This design comes from an exercise in tuning for small area, a short achievable clock period and few clock cycles per item on the open sky130 flow, not from production work. At most, simulation tests tie the RTL to the original design; equivalence was not proved. Only the layout flow was run in runs 2 and 3; the RTL was not checked for function there.

## flow/design.v (module list and top-level ports; edited modules follow where they fit)
// module fan_speed_controller_top: 1181 lines
module fan_speed_controller_top (
    input  logic        i_clk,
    input  logic        i_rst_n,
    input  logic        psel,
    input  logic        penable,
    input  logic        pwrite,
    input  logic [4:0]  paddr,
    input  logic [31:0] pwdata,
    output logic [31:0] prdata,
    output logic        pready,
    input  logic        i_s_tvalid,
    output logic        o_s_tready,
    input  logic [23:0] i_s_tdata,
    output logic        o_m_tvalid,
    input  logic        i_m_tready,
    output logic [39:0] o_m_tdata
);
  // ...
==> flow/flow/run.sh <==
#!/bin/bash
# Standard synthesis, then an inverter-pushing pass over the full adders of
# the mapped netlist (flow/invpush.py), then the standard layout from there,
# with plain buffers (not delay buffers) as the port buffers and no dummy
# loads in the clock tree.
set -e
set -o pipefail
cp standard.sh standard_sh_copy.log
bash standard.sh synth > synth_run.log 2>&1
RES=$(dirname "$(find orfs/results -name 1_2_yosys.v | head -1)")
cp "$RES/1_2_yosys.v" 1_2_yosys_standard.v.log
python3 flow/invpush.py 1_2_yosys_standard.v.log 1500 > invpush_out.v 2> invpush.log
cp invpush_out.v "$RES/1_2_yosys.v"
rm -f "$RES/1_synth.odb" "$RES/1_synth.sdc"
sed 's/"\${@:-finish}"/"BUFFER_PORTS_ARGS=-buffer_cell sky130_fd_sc_hd__buf_2" "CTS_ARGS=-sink_clustering_enable -repair_clock_nets -dont_use_dummy_load -sink_clustering_size 30 -sink_clustering_max_diameter 70" "${@:-finish}"/' standard.sh > standard_ports.sh
cp standard_ports.sh standard_ports_sh_copy.log
bash standard_ports.sh finish > finish_run.log 2>&1
==> flow/flow/invpush.py <==
#!/usr/bin/env python3
# Removes inverters around full-adder cells in a mapped sky130 netlist.
# A full adder is self-dual: fa(~a, ~b, ~c) = (~cout, ~sum). Each fa cell may
# be "flipped" (all three inputs and both outputs complemented); the pass picks
# flips that reduce the number of inverters, then rebuilds the inverters that
# are still needed (one per signal and polarity). Registers are not touched.
import re
import sys
from collections import defaultdict

src = open(sys.argv[1]).read()

inst_re = re.compile(r'^  (sky130_fd_sc_hd__\w+)\s+(\S+(?: )?)\s*\((.*?)\);\n', re.S | re.M)
pin_re = re.compile(r'\.(\w+)\(\s*(.*?)\s*\)(?=\s*(?:,|$))', re.S)

OUT_PINS = {'X', 'Y', 'Q', 'Q_N', 'SUM', 'COUT', 'HI', 'LO'}

cells = []
for m in inst_re.finditer(src):
    typ, name, body = m.group(1), m.group(2), m.group(3)
    pins = [(p, n.strip()) for p, n in pin_re.findall(body)]
    cells.append(dict(typ=typ, name=name, pins=pins, span=m.span()))

# module ports
hdr = re.search(r'module\s+\S+\s*\((.*?)\);', src, re.S)
ports = set()
for m in re.finditer(r'^\s*(input|output)\s+(\[[^\]]*\]\s*)?(.*?);', src, re.M):
    for n in m.group(3).split(','):
        ports.add(n.strip())

def base(net):
    n = net.strip()
    if n.startswith('\\'):
        return n
    return re.sub(r'\[\d+\]$', '', n)

# assigns count as loads of their right-hand side
assign_loads = []
for m in re.finditer(r'^\s*assign\s+(.*?)\s*=\s*(.*?)\s*;', src, re.M):
    assign_loads.append(m.group(2).strip())

driver = {}
for i, c in enumerate(cells):
    for p, n in c['pins']:
        if p in OUT_PINS:
            driver[n] = (i, p)

def is_inv(c):
    return re.match(r'sky130_fd_sc_hd__(inv|clkinv)_\d+$', c['typ']) is not None

def is_fa(c):
    return re.match(r'sky130_fd_sc_hd__fa_\d+$', c['typ']) is not None

pin_of = lambda c, p: dict(c['pins'])[p]

# inverters we may remove: output is not a port and not used by an assign
removable = set()
for i, c in enumerate(cells):
    if is_inv(c):
        y = pin_of(c, 'Y')
        if base(y) in ports or y in assign_loads:
            continue
        removable.add(i)

memo = {}
def resolve(net):
    if net in memo:
        return memo[net]
    d = driver.get(net)
    if d is not None and d[0] in removable:
        r, pol = resolve(pin_of(cells[d[0]], 'A'))
        res = (r, pol ^ 1)
    else:
        res = (net, 0)
    memo[net] = res
    return res

fa_idx = [i for i, c in enumerate(cells) if is_fa(c)]
fa_of_root = {}
for i in fa_idx:
    for p, n in cells[i]['pins']:
        if p in ('SUM', 'COUT'):
            fa_of_root[n] = i

# loads: (cell index, pin, root, pol)
loads = []
for i, c in enumerate(cells):
    if i in removable:
        continue
    for p, n in c['pins']:
        if p in OUT_PINS:
            continue
        r, pol = resolve(n)
        loads.append((i, p, r, pol))

x = defaultdict(int)   # flip per fa cell index
fa_set = set(fa_idx)

by_root = defaultdict(list)
for k, (i, p, r, pol) in enumerate(loads):
    by_root[r].append(k)

def need(k):
    i, p, r, pol = loads[k]
    v = pol
    if i in fa_set:
        v ^= x[i]
    f = fa_of_root.get(r)
    if f is not None:
        v ^= x[f]
    return v

def root_cost(r):
    ks = by_root[r]
    return 1 if any(need(k) for k in ks) else 0

# roots touched by a flip of fa i: its input roots and its output roots
touch = {}
for i in fa_idx:
    rs = set()
    for p, n in cells[i]['pins']:
        if p in OUT_PINS:
            rs.add(n)
        else:
            rs.add(resolve(n)[0])
    touch[i] = rs

def total():
    return sum(root_cost(r) for r in by_root)

before = total()
changed = True
it = 0
while changed and it < 50:
    changed = False
    it += 1
    for i in fa_idx:
        rs = touch[i]
        c0 = sum(root_cost(r) for r in rs)
        x[i] ^= 1
        c1 = sum(root_cost(r) for r in rs)
        if c1 < c0:
            changed = True
        else:
            x[i] ^= 1
# escape local minima: random restarts of single/pair flips, keep the best
import random
rng = random.Random(1)
best = total()
bestx = dict(x)
for rnd in range(int(sys.argv[2]) if len(sys.argv) > 2 else 0):
    i = rng.choice(fa_idx)
    rs = set(touch[i])
    # flip i and its fa neighbours that share a root, then re-settle greedily
    grp = [i] + [fa_of_root[r] for r in touch[i] if r in fa_of_root and rng.random() < 0.5]
    for g in grp:
        x[g] ^= 1
    changed = True
    while changed:
        changed = False
        for j in fa_idx:
            r2 = touch[j]
            c0 = sum(root_cost(r) for r in r2)
            x[j] ^= 1
            c1 = sum(root_cost(r) for r in r2)
            if c1 < c0:
                changed = True
            else:
                x[j] ^= 1
    t = total()
    if t < best:
        best = t
        bestx = dict(x)
    else:
        x.clear()
        x.update(bestx)
after = total()

# rebuild: every load pin gets the root net or its complement
neg_net = {}
new_cells = []
def neg(r):
    if r not in neg_net:
        k = len(neg_net)
        nn = 'ipush_n%d' % k
        neg_net[r] = nn
        ra = r + ' ' if r.startswith('\\') else r
        new_cells.append('  sky130_fd_sc_hd__inv_1 ipush_i%d (\n    .A(%s),\n    .Y(%s)\n  );\n' % (k, ra, nn))
    return neg_net[r]

newpins = {}
for k, (i, p, r, pol) in enumerate(loads):
    newpins[(i, p)] = neg(r) if need(k) else r

out = []
last = 0
for i, c in enumerate(cells):
    s, e = c['span']
    out.append(src[last:s])
    last = e
    if i in removable:
        continue
    parts = []
    for p, n in c['pins']:
        nn = newpins.get((i, p), n)
        if nn.startswith('\\'):
            nn = nn + ' '
        parts.append('    .%s(%s)' % (p, nn))
    out.append('  %s %s (\n%s\n  );\n' % (c['typ'], c['name'].strip() + (' ' if c['name'].startswith('\\') else ''), ',\n'.join(parts)))
tail = src[last:]
decl = ''.join('  wire %s;\n' % nn for nn in neg_net.values())
tail = tail.replace('endmodule', ''.join(new_cells) + 'endmodule', 1)
out.append(tail)
res = ''.join(out)
h = hdr.end()
res = res[:h] + '\n' + decl + res[h:]
sys.stdout.write(res)
sys.stderr.write('invpush: %d fa cells, %d flipped, %d removable inverters, %d inverters after (cost %d -> %d)\n'
                 % (len(fa_idx), sum(x[i] for i in fa_idx), len(removable), len(neg_net), before, after))
==> flow/standard.sh <==
#!/bin/bash
# synth_recipe.tcl (not shown) runs the flow's synth.tcl, then flattens the netlist and writes it again
# the make line also repeats each setting of config.mk as NAME=value (left out here)
make -C /OpenROAD-flow-scripts/flow DESIGN_CONFIG=/design/flow/config.mk WORK_HOME=/design/flow/orfs CLKGATE_MAP_FILE= SYNTH_SCRIPT=/design/flow/synth_recipe.tcl "${@:-finish}"
==> flow/config.mk <==
export PLATFORM = sky130hd
export DESIGN_NAME = fan_speed_controller_top
export DESIGN_NICKNAME = fan_speed_controller_top
export VERILOG_FILES = /design/flow/design.v
export SDC_FILE = /design/flow/constraint.sdc
export NUM_CORES = 4
export LEC_CHECK = 0
export ABC_AREA = 1
export CAP_MARGIN = 20
export CORE_MARGIN = 2
export CORE_UTILIZATION = 40
export SETUP_SLACK_MARGIN = 4.8
export SLEW_MARGIN = 20
==> flow/constraint.sdc <==
create_clock -name core_clock -period 10.0 [get_ports {i_clk}]
set_input_delay 2.0000 -clock core_clock [delete_from_list [all_inputs] [get_ports {i_clk}]]
set_output_delay 2.0000 -clock core_clock [all_outputs]
set_load 0.01 [all_outputs]
==> flow_metrics.tcl, run 1 <==
set metrics [dict create \
    status "no timing/DRC/antenna violations" \
    grt-busiest-layer "met2" \
    cp-startpoint "r_x[9]" \
    hpwl_um 120000 \
    buffers 324 \
    grt_first_pass_wirelength_um 230000 \
    antenna_found_initial 8 \
    synth_cells 5801 \
    numCtsBuffers 42 \
    cp.buffers_inverters 4 \
    place.port_buffers 115 \
    buffer_area_share_pct 4.39 \
    largest_reg_flops 35 \
    final_nets 6925 \
    clock_path_buffers 3 \
    drive_above_1_share_pct 10.3 \
    drt_wl_total_um 153000 \
    preCtsSetupSlack_ns 2.63 \
    wl_per_cell_um 19.9 \
    crit_path_cell_trace "clkinvlp_4 > buf_4 > o22ai_1 > xor2_1 > fa_1 > inv_1 > fa_1 > fa_1 > fa_1 > ha_2 > a21oi_1 > inv_1 > a21oi_1 > o21ai_1 > a221oi_1 > nand2_1 > xor2_1" \
    n_tap_cell 1625 \
    critical_path_required_ns 10.35 \
    timing.fmax_ghz 0.194 \
    io_pins 143 \
    relSlewSlack_pct 34.7 \
    r2r_setup_slack_ns 4.86 \
    regMostFlops "r_u" \
    clkSinkCount 563 \
    reg2reg_depth 17 \
    r2r-end "r_p[23]" \
    n_antenna_cell 3 \
]
Testbench counts, summed over its fixed seeds: cycles 13,664, items 12,800.
==> run 2, diff against run 1 <==
--- a/flow/design.v
+++ b/flow/design.v
@@ -63,31 +63,29 @@
         endcase
     end
     always_ff @(posedge i_clk) begin
         r_rd    <= rd_mux;
         r_rd_sx <= rd_mux[18] & ~reg_idx[2] & ~(reg_idx[1] & reg_idx[0]);
     end
     assign prdata = {{13{r_rd_sx}}, r_rd};
     logic signed [19:0] r_span;       
-    logic [20:0]        r_span3;      
     logic               r_flat;       
     logic [6:0]         r_bneg, r_bone, r_btwo;    
     logic [11:0]        am_c;
     logic [14:0]        am_x;
     logic               r_mneg;       
     logic signed [19:0] span_c;
     logic [12:0]        md_c;
     assign span_c = 20'(r_high_temp) - 20'(r_off_temp);
     assign md_c   = {1'b0, r_max_fan} - {1'b0, r_min_fan};
     assign am_c   = md_c[12] ? (r_min_fan - r_max_fan) : md_c[11:0];
     assign am_x   = {2'b00, am_c, 1'b0};
     always_ff @(posedge i_clk) begin
         r_span <= span_c;
-        r_span3 <= 21'(span_c) + 21'({span_c, 1'b0});
         r_flat <= (span_c <= 20'sd0);
         r_mneg <= md_c[12];
         for (int j = 0; j < 7; j++) begin
             r_bneg[j] <= am_x[2*j+2];
             r_bone[j] <= am_x[2*j+1] ^ am_x[2*j];
             r_btwo[j] <= (am_x[2*j+2] & ~am_x[2*j+1] & ~am_x[2*j]) |
                          (~am_x[2*j+2] & am_x[2*j+1] & am_x[2*j]);
         end
@@ -1058,87 +1056,78 @@
     end
     logic [18:0] r_rem;
     logic [11:0] r_quo;
     logic        r_sat;
     logic [18:0] dv;
     logic [18:0] rem0, rem1, rem2;
     logic [11:0] quo0, quo1, quo2;
     logic        div_load;
-    function automatic logic [30:0] div_step(input logic [18:0] rem, input logic [11:0] quo,
-                                             input logic [18:0] d, input logic [20:0] d3);
-        logic [20:0] tr;
-        logic [21:0] d1, d2, d3s;
-        tr  = {rem, quo[11:10]};
-        d1  = {1'b0, tr} - {3'b0, d};
-        d2  = {1'b0, tr} - {2'b0, d, 1'b0};
-        d3s = {1'b0, tr} - {1'b0, d3};
-        if (!d3s[21])     div_step = {d3s[18:0], quo[9:0], 2'd3};
-        else if (!d2[21]) div_step = {d2[18:0],  quo[9:0], 2'd2};
-        else if (!d1[21]) div_step = {d1[18:0],  quo[9:0], 2'd1};
-        else              div_step = {tr[18:0],  quo[9:0], 2'd0};
-    endfunction
     function automatic logic [30:0] div_step2(input logic [18:0] rem, input logic [11:0] quo,
                                               input logic [18:0] d);
         logic [19:0] tr;
         logic [20:0] d1;
         tr = {rem, quo[11]};
         d1 = {1'b0, tr} - {2'b0, d};
         if (!d1[20]) div_step2 = {d1[18:0], quo[10:0], 1'b1};
         else         div_step2 = {tr[18:0], quo[10:0], 1'b0};
     endfunction
     assign dv       = r_span[18:0];
     assign div_load = k5;
     assign rem0     = div_load ? r_p[30:12] : r_rem;
     assign quo0     = div_load ? r_p[11:0]  : r_quo;
-    assign {rem1, quo1} = div_step(rem0, quo0, dv, r_span3);
-    assign {rem2, quo2} = div_step2(rem1, quo1, dv);
+    logic [18:0] rem1b;
+    logic [11:0] quo1b;
+    assign {rem1, quo1}   = div_step2(rem0, quo0, dv);
+    assign {rem1b, quo1b} = div_step2(rem1, quo1, dv);
+    assign {rem2, quo2}   = div_step2(rem1b, quo1b, dv);
     always_ff @(posedge i_clk) begin
         if (adv) begin
             r_rem <= rem2;
             r_quo <= quo2;
             if (div_load) r_sat <= (r_p[30:12] >= dv);
         end
     end
     logic ge_high9, gt_high9, gt_on9, lt_off9, gt_on10, lt_off10;
+    logic [19:0] dh8;
+    assign dh8 = 20'(fi8) - 20'(r_high_temp);
     always_ff @(posedge i_clk) begin
         if (adv) begin
-            ge_high9 <= !(fi8 < r_high_temp);
-            gt_high9 <= fi8 > r_high_temp;
+            ge_high9 <= ~dh8[19];
+            gt_high9 <= ~dh8[19] & (dh8 != 20'd0);
             gt_on9   <= fi8 > r_on_temp;
             lt_off9  <= fi8 < r_off_temp;
             gt_on10  <= gt_on9;
             lt_off10 <= lt_off9;
         end
     end
-    logic [11:0] lv, lv_base, ramp_lvl, r_ramp;
-    logic [12:0] lv_c;
-    assign lv_base = r_mneg ? r_max_fan : r_min_fan;
-    assign lv_c    = {1'b0, lv_base} + {r_mneg, r_quo ^ {12{r_mneg}}} +
-                     {12'd0, r_mneg & (r_rem == 19'd0)};
-    assign lv      = (r_mneg && (r_sat || lv_c[12])) ? 12'd0 : lv_c[11:0];
+    logic [11:0] up_lvl, dn_lvl, ramp_lvl, r_ramp;
+    logic [12:0] dn_c;
+    assign up_lvl = r_min_fan + r_quo;
+    assign dn_c   = {1'b0, r_max_fan} + {1'b1, ~r_quo} + {12'd0, (r_rem == 19'd0)};
+    assign dn_lvl = (r_sat || dn_c[12]) ? 12'd0 : dn_c[11:0];
     always_comb begin
         if (r_flat) begin
             ramp_lvl = r_max_fan;
         end else if (!r_mneg) begin
-            ramp_lvl = ge_high9 ? r_max_fan : lv;
+            ramp_lvl = ge_high9 ? r_max_fan : up_lvl;
         end else begin
-            ramp_lvl = gt_high9 ? lv : r_max_fan;
+            ramp_lvl = gt_high9 ? dn_lvl : r_max_fan;
         end
     end
     always_ff @(posedge i_clk) begin
         if (adv) r_ramp <= ramp_lvl;
     end
     logic        fan_on;
     logic [11:0] lvl;
     logic [18:0] o_fi;
     logic        o_tick, o_chg;
     logic        has_req, fan_nx;
     logic [11:0] req;
-    logic [13:0] dl, dl_up, dl_dn;
+    logic [12:0] rise, fall;
     logic        take;
     always_comb begin
         has_req = 1'b0;
         fan_nx  = fan_on;
         req     = r_ramp;
         if (!fan_on && gt_on10) begin
             has_req = 1'b1;
             fan_nx  = 1'b1;
@@ -1146,22 +1135,21 @@
         end else if (fan_on && lt_off10) begin
             has_req = 1'b1;
             fan_nx  = 1'b0;
             req     = 12'd0;
         end else if (fan_on) begin
             has_req = 1'b1;
         end
     end
-    assign dl    = {2'b0, req} - {2'b0, lvl};
-    assign dl_up = dl - {6'd0, r_up_db};
-    assign dl_dn = dl + {6'd0, r_down_db};
-    assign take  = has_req &&
-                   ((!dl[13] && dl != 14'd0 && !dl_up[13]) ||
-                    (dl[13] && (dl_dn[13] || dl_dn == 14'd0)));
+    assign rise = {1'b0, req} - {1'b0, lvl};
+    assign fall = {1'b0, lvl} - {1'b0, req};
+    assign take = has_req &&
+                  ((!rise[12] && rise != 13'd0 && rise >= {5'd0, r_up_db}) ||
+                   (!fall[12] && fall != 13'd0 && fall >= {5'd0, r_down_db}));
     always_ff @(posedge i_clk) begin
         if (!i_rst_n) begin
             o_valid <= 1'b0;
             fan_on  <= 1'b0;
             lvl     <= 12'd0;
         end else if (adv) begin
             o_valid <= v10;
             if (v10 && k10) begin
==> flow/flow/run.sh (replaced) <==
#!/bin/bash
# Standard synthesis, then an inverter-pushing pass over the full adders of
# the mapped netlist (flow/invpush.py), then the standard layout from there.
set -e
set -o pipefail
cp standard.sh standard_sh_copy.log
bash standard.sh synth > synth_run.log 2>&1
RES=$(dirname "$(find orfs/results -name 1_2_yosys.v | head -1)")
cp "$RES/1_2_yosys.v" 1_2_yosys_standard.v.log
python3 flow/invpush.py 1_2_yosys_standard.v.log 1500 > invpush_out.v 2> invpush.log
cp invpush_out.v "$RES/1_2_yosys.v"
rm -f "$RES/1_synth.odb" "$RES/1_synth.sdc"
bash standard.sh finish > finish_run.log 2>&1
--- a/flow/config.mk
+++ b/flow/config.mk
@@ -4,10 +4,10 @@
 export VERILOG_FILES = /design/flow/design.v
 export SDC_FILE = /design/flow/constraint.sdc
 export NUM_CORES = 4
 export LEC_CHECK = 0
 export ABC_AREA = 1
 export CAP_MARGIN = 20
 export CORE_MARGIN = 2
 export CORE_UTILIZATION = 40
-export SETUP_SLACK_MARGIN = 4.8
+export SETUP_SLACK_MARGIN = 5
 export SLEW_MARGIN = 20
==> flow_metrics.tcl, run 2 <==
set metrics [dict create \
    status "no timing/DRC/antenna violations" \
    critical_path_required_ns 10.42 \
    rows 127 \
    wl_per_cell_um 20.1 \
    final_common_cell "nand2_1" \
    period_share_pct 59.1 \
    gp_congestion 0.978 \
    finalSetupViolations 0 \
    grt_first_pass_wirelength_um 235000 \
    skew_ns 0.0406 \
    hp-class "reg -> reg" \
    final_area_um2 57500 \
    hpwl_um 120000 \
    final_cell_mix "nand2_1 (964), inv_1 (808), a21oi_1 (425), fa_1 (372), ha_1 (361)" \
    rsz0062_at_grt "true" \
    hold_viol 0 \
    cp-end-kind "register" \
    holdWs_ns 0.392 \
    crit_type "reg -> reg" \
    preCtsSetupSlack_ns 2.12 \
    grt_pass1_vias 40400 \
    regMostFlops "r_u" \
    clock_latency_ns 0.68 \
    drt_first_pass_iters 6 \
    clock_path_buffers 3 \
    maxSlewViolCount 0 \
    io_pins 143 \
    timing.setup.tns_ns 0 \
    numCtsBuffers 66 \
    final_nets 6944 \
    largest_reg_flops 35 \
    antenna_found_initial 0 \
    chipHeight_um 351 \
    yosys_warnings 1 \
    drc 0 \
    core_um2 120000 \
    cp_slowest_cell "dfxtp_4" \
    worstMarginPinSlew_ns 0.966 \
    cp_data_arrival_time_ns 6.32 \
    dr_total_vias 41800 \
    cts_tree "yes" \
    setup_slack_ns 4.09 \
    relSlewSlack_pct 35.0 \
    syn-cell-area_um2 48300 \
    post-route-min-period_ns 5.91 \
    timing.fmax_ghz 0.169 \
    drive_above_1_share_pct 12.9 \
    reg_top3 "r_u: 35 flops, r_p: 31 flops, r_tu: 31 flops" \
    clockRootBuffer "clkbuf_16" \
    avgViaCountPerCell 5.40 \
    area_growth_pct 19.1 \
    synth_cells 5782 \
    crit_path_start_kind "register" \
    path_max_fanout 12 \
    grt_overflow 0 \
    r2r_setup_slack_ns 4.09 \
    clk_pin_slew_ns 0.06 \
    cap_violations 0 \
    fp.dieW_um 351 \
    grt.total_usage_pct 24.7 \
    htree_levels 3 \
    ant_nets 0 \
    placedInstanceArea_um2 51500 \
    clkSinkCount 543 \
    cp_slowest_stage_delay_ns 0.51 \
    grt_max_degree 147 \
    die_area_um2 124000 \
    avgSynthCellArea_um2 8.35 \
    n_antenna_cell 0 \
    place.port_buffers 115 \
    drt_iter0_markers 3779 \
    initial_core_util_pct 40.3 \
    drt_wl_total_um 156000 \
    cts_hold_buf 0 \
]
## run 2: final timing paths
check               from       end  depth (start not counted)
hold / removal    fi4[6]    fi5[6]                          0
hold reg to reg   fi4[6]    fi5[6]                          0
setup / recovery      k5  r_rem[2]                         31
setup reg to reg      k5  r_rem[2]                         31
## run 2: routing by layer
layer,wire (um),global-route usage [%],part of all wire (%),vias up
met5,0,0,0,-
met4,5670,8.42,3.6,0
met3,11400,3.87,7.3,302
met2,71000,40.0,46,1487
met1,67600,33.7,43,20100
li1,-,-,-,19900
## run 2: timing repair
item | 4_1_cts | 5_1_grt
setup buffers | 90 | 132
resized for setup | 206 | 253
gates cloned | 11 | 6
pin swaps | 38 | 63
setup endpoints to repair | 66 | 95
## run 2: cell type report
type / instances / area, um^2
tap: 1612 / 2020
clock inverter: 45 / 626
clock buffer: 77 / 1730
fill: 11600 / 62300
inverter: 891 / 3540
timing repair inverter: 7 / 52.6
multi-input combinational: 4203 / 32300
timing repair buffer: 360 / 3250
sequential: 543 / 14000
## run 2: critical path, delay by kind of cell (launching register included)
kind	cells	cell delay [ns]
flops	1	0.51
fa+ha+maj	3	0.91
buf+inv	7	0.90
compound gates	5	0.80
simple gates	15	2.23
mux	1	0.26
## run 2: per-stage QoR
stage	util, %	instances
floorplan	-	5787
global placement	42.9	7377
detailed placement	42.9	7377
CTS	46.3	7600
global route	48.0	7738
finish	48.0	7738
==> run 3, diff against run 2 <==
--- a/flow/config.mk
+++ b/flow/config.mk
@@ -10,4 +10,4 @@
 export CORE_MARGIN = 2
 export CORE_UTILIZATION = 40
-export SETUP_SLACK_MARGIN = 5
+export SETUP_SLACK_MARGIN = 4.8
 export SLEW_MARGIN = 20
==> flow_metrics.tcl, run 3 <==
set metrics [dict create \
    status "no timing/DRC/antenna violations" \
    clk_pin_slew_ns 0.07 \
    highest_layer "met4" \
    crit_cells 36 \
    chipHeight_um 352 \
    core_um2 120000 \
    dr_total_vias 41800 \
    cp-end-kind "register" \
    drive_above_1_share_pct 11.6 \
    grt_first_pass_wirelength_um 236000 \
    hold_viol 0 \
    place_inst 7397 \
    numCtsBuffers 68 \
    final_nets 6926 \
    maxSlewViolCount 0 \
    timing.setup.tns_ns 0 \
    cp_data_arrival_time_ns 6.42 \
    met3_length_um 10800 \
    final_cell_mix "nand2_1 (963), inv_1 (833), a21oi_1 (434), fa_1 (373), ha_1 (372)" \
    hpwl_um 121000 \
    ant_nets 0 \
    grt_pass1_vias 40500 \
    post-route-min-period_ns 6.00 \
    crit_type "reg -> reg" \
    initial_core_util_pct 40.3 \
    drt_iter0_markers 3473 \
    worstMarginPinSlew_ns 1.11 \
    num-fill-cells 11500 \
    crit_path_start_kind "register" \
    path_max_fanout 7 \
    finalSetupViolations 0 \
    whs_path_depth 0 \
    antenna_found_initial 0 \
    crit_family "simple AND/OR/NAND/NOR gates" \
    cp_slowest_stage_delay_ns 0.35 \
    wl_met2_um 71800 \
    synth_cells 5801 \
    cp.buffers_inverters 9 \
    drt_wl_total_um 156000 \
    grt.total_usage_pct 24.8 \
    cts_hold_buf 0 \
    hp-start "fi10[18]" \
    area_growth_pct 17.8 \
    reg_top3 "r_u: 35 flops, r_p: 31 flops, r_tu: 31 flops" \
    largest_reg_flops 35 \
    clock_path_buffers 3 \
    r2r-end "r_rem[11]" \
    gp_congestion 0.977 \
    clkSinkCount 543 \
    wl_per_cell_um 20.2 \
    place.port_buffers 115 \
    skew_ns 0.0556 \
    syn-cell-area_um2 48400 \
    drt_first_pass_iters 6 \
    avgViaCountPerCell 5.41 \
    critical_path_required_ns 10.41 \
    cap_violations 0 \
    fp.dieW_um 352 \
    cts_tree "yes" \
    htree_levels 3 \
    clockRootBuffer "clkbuf_16" \
    final_cells 7721 \
    cp_slowest_cell "dfxtp_2" \
    relSlewSlack_pct 25.8 \
    hp-class "reg -> reg" \
    avgSynthCellArea_um2 8.34 \
    holdWs_ns 0.385 \
    grt_max_degree 101 \
    r2r-start "k5" \
    timing.fmax_ghz 0.167 \
    rsz0062_at_grt "true" \
    period_share_pct 60.0 \
    rows 127 \
    final_common_cell "nand2_1" \
    placedInstanceArea_um2 51500 \
    drc 0 \
    yosys_warnings 1 \
    io_pins 143 \
    clock_latency_ns 0.67 \
    wl_met1_um 68500 \
    grt_overflow 0 \
    die_area_um2 124000 \
    final_area_um2 57000 \
    r2r_setup_slack_ns 4.00 \
    n_antenna_cell 0 \
    holdPathEnd "o_fi[18]" \
    reg2reg_depth 36 \
    regMostFlops "r_u" \
]
run 3: through the flow:
stage          utilization [%]  setup slack, ns
2_1_floorplan                -             4.80
3_3_place_gp              42.9             1.93
3_5_place_dp              42.9             1.86
4_1_cts                   46.4             4.26
5_1_grt                   47.5             3.83
6_report                  47.5             4.00
run 3: layer usage:
metal | global-route usage (%) | up-vias
met5 | 0 | -
met4 | 7.20 | 0
met3 | 2.92 | 272
met2 | 40.7 | 1414
met1 | 34.4 | 20200
li1 | - | 19900
run 3: what timing repair did:
item                                   4_1_cts  5_1_grt
endpoints found under the hold margin        0        0
pin swaps                                   47       18
gates resized for setup                    204      168
gates cloned                                13        3
buffers inserted                            99       84
setup endpoints to repair                   53       70
run 3: worst max-delay path by stage:
| stage | startpoint | endpoint |
|---|---|---|
| final | k5 | r_rem[11] |
| after global routing | k5 | r_rem[6] |
| after CTS | k5 | r_rem[6] |
| after detailed placement | k5 | r_rem[16] |
| after global placement | k5 | r_rem[2] |
| after floorplan | k5 | r_rem[3] |
run 3: cell type report:
type,count,area (um^2),area share (%)
multi-input combinational,4204,32000,56.1
sequential,543,14000,24.5
inverter,910,3620,6.35
timing repair buffer,323,2970,5.21
tap,1612,2020,3.54
clock buffer,85,1870,3.28
clock inverter,40,522,0.916
timing repair inverter,4,36.3,0.0637

[re-timing with driven ports]
How much do the figures lean on ideal ports? The routed layouts below were timed once more, with nothing changed but the port constraints. Step 1: set_driving_cell puts a clkbuf_16 on i_clk and a buf_2 on each other input, an assumption about the parent block. Step 2, shift: input delay + t, output delay - t, t = (earliest + latest rising clock arrival at the registers) / 2. This alone moves slack from input paths to output paths. Three values: ideal ports, drivers, drivers and shift; two values: the first two.
| run | t, ns | setup slack, ns | worst setup path after step 2 |
|---|---|---|---|
| run 1 | 0.666 | 4.858 / 4.858 / 4.858 | register to register |
| run 2 | 0.724 | 4.094 / 4.094 / 4.094 | register to register |
| run 3 | 0.714 | 3.998 / 3.998 / 3.998 | register to register |
After both steps setup and hold are still met in every run listed.
